From an optimization exercise on the open Yosys and OpenROAD flow, aimed at small area, a short achievable clock period and few clock cycles; shortcuts taken in it are not production practice.
Where RTL was checked, it was by simulation tests only, not by an equivalence proof against the original.
Power and IR drop assume default switching activity.

Setup of v6:
==> flow/design.v <==
package dls_pkg;
    localparam int MAX_TASKS_DEF   = 16;
    localparam int DELAY_WIDTH_DEF = 16;
    localparam int ID_W       = 4;
    localparam int NUM_IDS    = 16;
    localparam int KIND_W     = 2;
    localparam int DELAY_IN_W = 16;
    localparam int STATUS_W   = 2;
    localparam int S_DATA_W   = 24;
    localparam int M_DATA_W   = 8;
    localparam logic [KIND_W-1:0] KIND_ADD    = 2'd0;
    localparam logic [KIND_W-1:0] KIND_REMOVE = 2'd1;
    localparam logic [KIND_W-1:0] KIND_TICK   = 2'd2;
    localparam logic [KIND_W-1:0] KIND_NOP    = 2'd3;
    localparam logic [STATUS_W-1:0] ST_DONE      = 2'd0;
    localparam logic [STATUS_W-1:0] ST_ZERO      = 2'd1;
    localparam logic [STATUS_W-1:0] ST_NOT_FOUND = 2'd2;
    localparam logic [STATUS_W-1:0] ST_WAITING   = 2'd3;
endpackage
module dls_cell #(
    parameter int DELAY_WIDTH = dls_pkg::DELAY_WIDTH_DEF
) (
    input  logic                   i_clk,
    input  logic                   i_we,
    input  logic [DELAY_WIDTH-1:0] i_due,
    input  logic                   i_one,
    input  logic                   i_move,
    input  logic [DELAY_WIDTH-1:0] i_now,
    output logic                   o_hit
);
    logic [DELAY_WIDTH-1:0] r_due;
    logic                   r_hit;
    always_ff @(posedge i_clk) begin
        if (i_we) begin
            r_due <= i_due;
            r_hit <= i_one;
        end else if (i_move) begin
            r_hit <= (r_due == i_now);
        end
    end
    assign o_hit = r_hit;
endmodule
module dls_ctrl (
    input  logic                               i_clk,
    input  logic                               i_rst_n,
    input  logic                               s_tvalid,
    output logic                               s_tready,
    input  logic [dls_pkg::KIND_W-1:0]         s_kind,
    input  logic [dls_pkg::ID_W-1:0]           s_id,
    input  logic [dls_pkg::DELAY_IN_W-1:0]     s_delay,
    output logic                               o_w_valid,
    output logic [dls_pkg::KIND_W-1:0]         o_w_kind,
    output logic [dls_pkg::ID_W-1:0]           o_w_id,
    output logic [dls_pkg::DELAY_IN_W-1:0]     o_w_delay,
    input  logic                               i_w_take,
    input  logic                               i_busy_next,
    input  logic                               i_push,
    input  logic [dls_pkg::M_DATA_W:0]         i_push_word,    
    output logic                               o_room,
    output logic                               m_tvalid,
    input  logic                               m_tready,
    output logic [dls_pkg::M_DATA_W:0]         m_word
);
    logic                           r_ready;
    logic                           r_w_valid;
    logic [dls_pkg::KIND_W-1:0]     r_w_kind;
    logic [dls_pkg::ID_W-1:0]       r_w_id;
    logic [dls_pkg::DELAY_IN_W-1:0] r_w_delay;
    logic                           r_v0, r_v1;
    logic [dls_pkg::M_DATA_W:0]     r_q0, r_q1;
    logic                           pop, w_valid_n, v0_n, v1_n;
    assign w_valid_n = (r_w_valid && !i_w_take) || (s_tvalid && r_ready);
    always_ff @(posedge i_clk) begin
        if (!i_rst_n) begin
            r_w_valid <= 1'b0;
            r_ready   <= 1'b1;
        end else begin
            r_w_valid <= w_valid_n;
            r_ready   <= !w_valid_n || !(i_busy_next || v1_n);
        end
        if (r_ready) begin
            r_w_kind  <= s_kind;
            r_w_id    <= s_id;
            r_w_delay <= s_delay;
        end
    end
    assign s_tready  = r_ready;
    assign o_w_valid = r_w_valid;
    assign o_w_kind  = r_w_kind;
    assign o_w_id    = r_w_id;
    assign o_w_delay = r_w_delay;
    assign pop    = r_v0 && m_tready;
    assign o_room = !r_v1;
    always_comb begin
        v0_n = r_v0;
        v1_n = r_v1;
        if (pop) begin
            v0_n = r_v1 || i_push;
            v1_n = 1'b0;
        end else if (i_push) begin
            v0_n = 1'b1;
            v1_n = r_v0;
        end
    end
    always_ff @(posedge i_clk) begin
        if (!i_rst_n) begin
            r_v0 <= 1'b0;
            r_v1 <= 1'b0;
        end else begin
            r_v0 <= v0_n;
            r_v1 <= v1_n;
        end
        if (pop) begin
            r_q0 <= r_v1 ? r_q1 : i_push_word;
        end else if (!r_v0) begin
            r_q0 <= i_push_word;
        end
        if (i_push && r_v0 && !pop) begin
            r_q1 <= i_push_word;
        end
    end
    assign m_tvalid = r_v0;
    assign m_word   = r_q0;
endmodule
module delta_list_sleep_queue #(
    parameter int MAX_TASKS   = dls_pkg::MAX_TASKS_DEF,
    parameter int DELAY_WIDTH = dls_pkg::DELAY_WIDTH_DEF
) (
    input  logic                            i_clk,
    input  logic                            i_rst_n,
    input  logic                            s_tvalid,
    output logic                            s_tready,
    input  logic [dls_pkg::S_DATA_W-1:0]    s_tdata,    
    input  logic [dls_pkg::KIND_W-1:0]      s_tuser,    
    output logic                            m_tvalid,
    input  logic                            m_tready,
    output logic [dls_pkg::M_DATA_W-1:0]    m_tdata,    
    output logic                            m_tlast
);
    localparam int IW = dls_pkg::ID_W;
    logic                           w_valid;
    logic [dls_pkg::KIND_W-1:0]     w_kind;
    logic [IW-1:0]                  w_id;
    logic [DELAY_WIDTH-1:0]         w_delay;
    logic                           room;
    logic                           push;
    logic [dls_pkg::M_DATA_W:0]     push_word;
    logic [dls_pkg::M_DATA_W:0]     m_word;
    logic                           r_rel;        
    logic [MAX_TASKS-1:0]           r_wait;       
    logic [DELAY_WIDTH-1:0]         r_now;        
    logic [MAX_TASKS-1:0]           hit, due, rest, first, set, clr, we;
    logic [DELAY_WIDTH-1:0]         new_due;
    logic                           take, act, is_add, is_rem, is_tick;
    logic                           add_ok, rem_ok, releasing, last, rel_n, moved;
    logic [IW-1:0]                  rel_id;
    logic [dls_pkg::STATUS_W-1:0]   status;
    dls_ctrl u_ctrl (
        .i_clk       (i_clk),
        .i_rst_n     (i_rst_n),
        .s_tvalid    (s_tvalid),
        .s_tready    (s_tready),
        .s_kind      (s_tuser),
        .s_id        (s_tdata[3:0]),
        .s_delay     (s_tdata[19:4]),
        .o_w_valid   (w_valid),
        .o_w_kind    (w_kind),
        .o_w_id      (w_id),
        .o_w_delay   (w_delay),
        .i_w_take    (take),
        .i_busy_next (rel_n),
        .i_push      (push),
        .i_push_word (push_word),
        .o_room      (room),
        .m_tvalid    (m_tvalid),
        .m_tready    (m_tready),
        .m_word      (m_word)
    );
    assign {m_tdata, m_tlast} = m_word;
    assign new_due = r_now + w_delay - DELAY_WIDTH'(2);
    for (genvar g = 0; g < MAX_TASKS; g++) begin : g_slot
        dls_cell #(
            .DELAY_WIDTH (DELAY_WIDTH)
        ) u_cell (
            .i_clk (i_clk),
            .i_we    (we[g]),
            .i_due   (new_due),
            .i_one   (w_delay == DELAY_WIDTH'(1)),
            .i_move  (moved),
            .i_now   (r_now),
            .o_hit   (hit[g])
        );
    end
    assign act     = room && !r_rel;                  
    assign take    = act && w_valid;
    assign is_add  = take && (w_kind == dls_pkg::KIND_ADD);
    assign is_rem  = take && (w_kind == dls_pkg::KIND_REMOVE);
    assign is_tick = take && (w_kind == dls_pkg::KIND_TICK);
    assign add_ok  = (w_delay != '0) && !r_wait[w_id];
    assign rem_ok  = r_wait[w_id];
    assign due = r_wait & hit;
    always_comb begin
        logic below;
        below = 1'b0;
        for (int i = 0; i < MAX_TASKS; i++) begin
            first[i] = due[i] && !below;
            rest[i]  = due[i] && below;
            below    = below || due[i];
        end
    end
    always_comb begin
        rel_id = '0;
        for (int i = 0; i < MAX_TASKS; i++) begin
            if (first[i]) rel_id = rel_id | IW'(i);
        end
    end
    assign releasing = room && (r_rel || (is_tick && (due != '0)));
    assign moved     = (is_tick && (due == '0)) || (releasing && last);
    assign last      = (rest == '0);
    assign rel_n     = releasing ? !last : r_rel;
    always_comb begin
        for (int i = 0; i < MAX_TASKS; i++) begin
            set[i] = is_add && add_ok && (w_id == IW'(i));
            clr[i] = (is_rem && (w_id == IW'(i))) || (releasing && first[i]);
        end
    end
    assign we = set;
    always_comb begin
        if (w_kind == dls_pkg::KIND_ADD) begin
            status = (w_delay == '0) ? dls_pkg::ST_ZERO :
                     r_wait[w_id]    ? dls_pkg::ST_WAITING : dls_pkg::ST_DONE;
        end else if (w_kind == dls_pkg::KIND_REMOVE) begin
            status = rem_ok ? dls_pkg::ST_DONE : dls_pkg::ST_NOT_FOUND;
        end else begin
            status = dls_pkg::ST_DONE;
        end
    end
    assign push = releasing || (take && (w_kind != dls_pkg::KIND_NOP));
    assign push_word = releasing ? {last, rel_id, 1'b1, dls_pkg::ST_DONE, last}
                                 : {1'b0, {IW{1'b0}}, 1'b0, status, 1'b1};
    always_ff @(posedge i_clk) begin
        if (!i_rst_n) begin
            r_rel  <= 1'b0;
            r_wait <= '0;
            r_now  <= '0;
        end else begin
            r_rel  <= rel_n;
            r_wait <= (r_wait & ~clr) | set;
            if (moved) begin
                r_now <= r_now + DELAY_WIDTH'(1);
            end
        end
    end
endmodule
Settings: LEC_CHECK=0, ABC_AREA=1, CAP_MARGIN=20, CORE_MARGIN=2, CORE_UTILIZATION=60, CTS_BUF_LIST=sky130_fd_sc_hd__clkbuf_8, CTS_CLUSTER_DIAMETER=60, CTS_CLUSTER_SIZE=16, SETUP_SLACK_MARGIN=4.15, SLEW_MARGIN=20; clock period 7.0 ns.
run.sh (not shown) runs the stock make flow with config.mk's settings and CLKGATE_MAP_FILE= SYNTH_SCRIPT=/design/flow/synth_recipe.tcl, a recipe that flattens the netlist after the stock synthesis.
The flow did not stop early for v6: all stages ran, and the layout cleared the timing, DRC and antenna checks.
Testbench counts of v6, summed over its fixed seeds: cycles 5,063.
Edits applied to the flow inputs when going from v6 to v7:
--- a/flow/design.v
+++ b/flow/design.v
@@ -149,7 +149,8 @@
     logic                           r_rel;        
     logic [MAX_TASKS-1:0]           r_wait;       
     logic [DELAY_WIDTH-1:0]         r_now;        
-    logic [MAX_TASKS-1:0]           hit, due, rest, first, set, clr, we;
+    logic [MAX_TASKS-1:0]           hit, due, rest, first, set, clr, we, id_hit;
+    logic                           id_wait;
     logic [DELAY_WIDTH-1:0]         new_due;
     logic                           take, act, is_add, is_rem, is_tick;
     logic                           add_ok, rem_ok, releasing, last, rel_n, moved;
@@ -196,8 +197,10 @@
     assign is_add  = take && (w_kind == dls_pkg::KIND_ADD);
     assign is_rem  = take && (w_kind == dls_pkg::KIND_REMOVE);
     assign is_tick = take && (w_kind == dls_pkg::KIND_TICK);
-    assign add_ok  = (w_delay != '0) && !r_wait[w_id];
-    assign rem_ok  = r_wait[w_id];
+    assign id_hit  = MAX_TASKS'(1) << w_id;
+    assign id_wait = |(id_hit & r_wait);
+    assign add_ok  = (w_delay != '0) && !id_wait;
+    assign rem_ok  = id_wait;
     assign due = r_wait & hit;
     always_comb begin
         logic below;
@@ -220,15 +223,15 @@
     assign rel_n     = releasing ? !last : r_rel;
     always_comb begin
         for (int i = 0; i < MAX_TASKS; i++) begin
-            set[i] = is_add && add_ok && (w_id == IW'(i));
-            clr[i] = (is_rem && (w_id == IW'(i))) || (releasing && first[i]);
+            set[i] = is_add && (w_delay != '0) && id_hit[i] && !r_wait[i];
+            clr[i] = (is_rem && id_hit[i]) || (releasing && first[i]);
         end
     end
     assign we = set;
     always_comb begin
         if (w_kind == dls_pkg::KIND_ADD) begin
             status = (w_delay == '0) ? dls_pkg::ST_ZERO :
-                     r_wait[w_id]    ? dls_pkg::ST_WAITING : dls_pkg::ST_DONE;
+                     id_wait         ? dls_pkg::ST_WAITING : dls_pkg::ST_DONE;
         end else if (w_kind == dls_pkg::KIND_REMOVE) begin
             status = rem_ok ? dls_pkg::ST_DONE : dls_pkg::ST_NOT_FOUND;
         end else begin
v7: PASS, flow complete, no timing, DRC or antenna violations
Re power per standard cell area: v7 and v6 aren't equal, and the lower value belongs to v7.
Global-route wire length before repair deteriorates in v7 relative to v6.
Measured against v7, the total routed wirelength of v6 comes out at 0.902 times the reference value.
Reported for v7 and v6, count of buffers inserted at the top-level ports turned out identical to the last digit.
Compared to v6, v7 has power about 0.9% higher.
In v7, the share of power burned in the clock network came out 1.0 points above the value in v6.
The RTL of v7 was laid out without a check of its function.

[separate check: timing with driven ports]
The flow's constraints put no driver on any port. The routed layouts listed below were extracted and timed again, unchanged, in two steps.
Step 1 sets driving cells, clkbuf_16 on the clock port and buf_2 on the other inputs (assumed; they add their load-dependent delay and slew).
Step 2 also shifts input and output timing later by t, the mid clock arrival at the registers, as if the neighbouring blocks saw the same clock.
Slacks: no drivers / after step 1 / after step 2; pairs: no drivers / after step 1.
run | t (ns) | setup slack, ns | worst hold slack (ns) | clock arrival spread, ns | worst register clock-pin slew, ns
v6 | 0.657 | 4.195 / 4.195 / 3.704 | 0.514 / 0.514 / 0.514 | 0.030 / 0.030 | 0.10 / 0.10
v7 | 0.662 | 4.175 / 4.150 / 3.780 | 0.530 / 0.530 / 0.530 | 0.022 / 0.022 | 0.11 / 0.11
After both steps every run listed still meets setup and hold. For v6, which loses most, drivers alone change the setup slack by 0.000 ns; drivers and shift together by -0.491 ns.
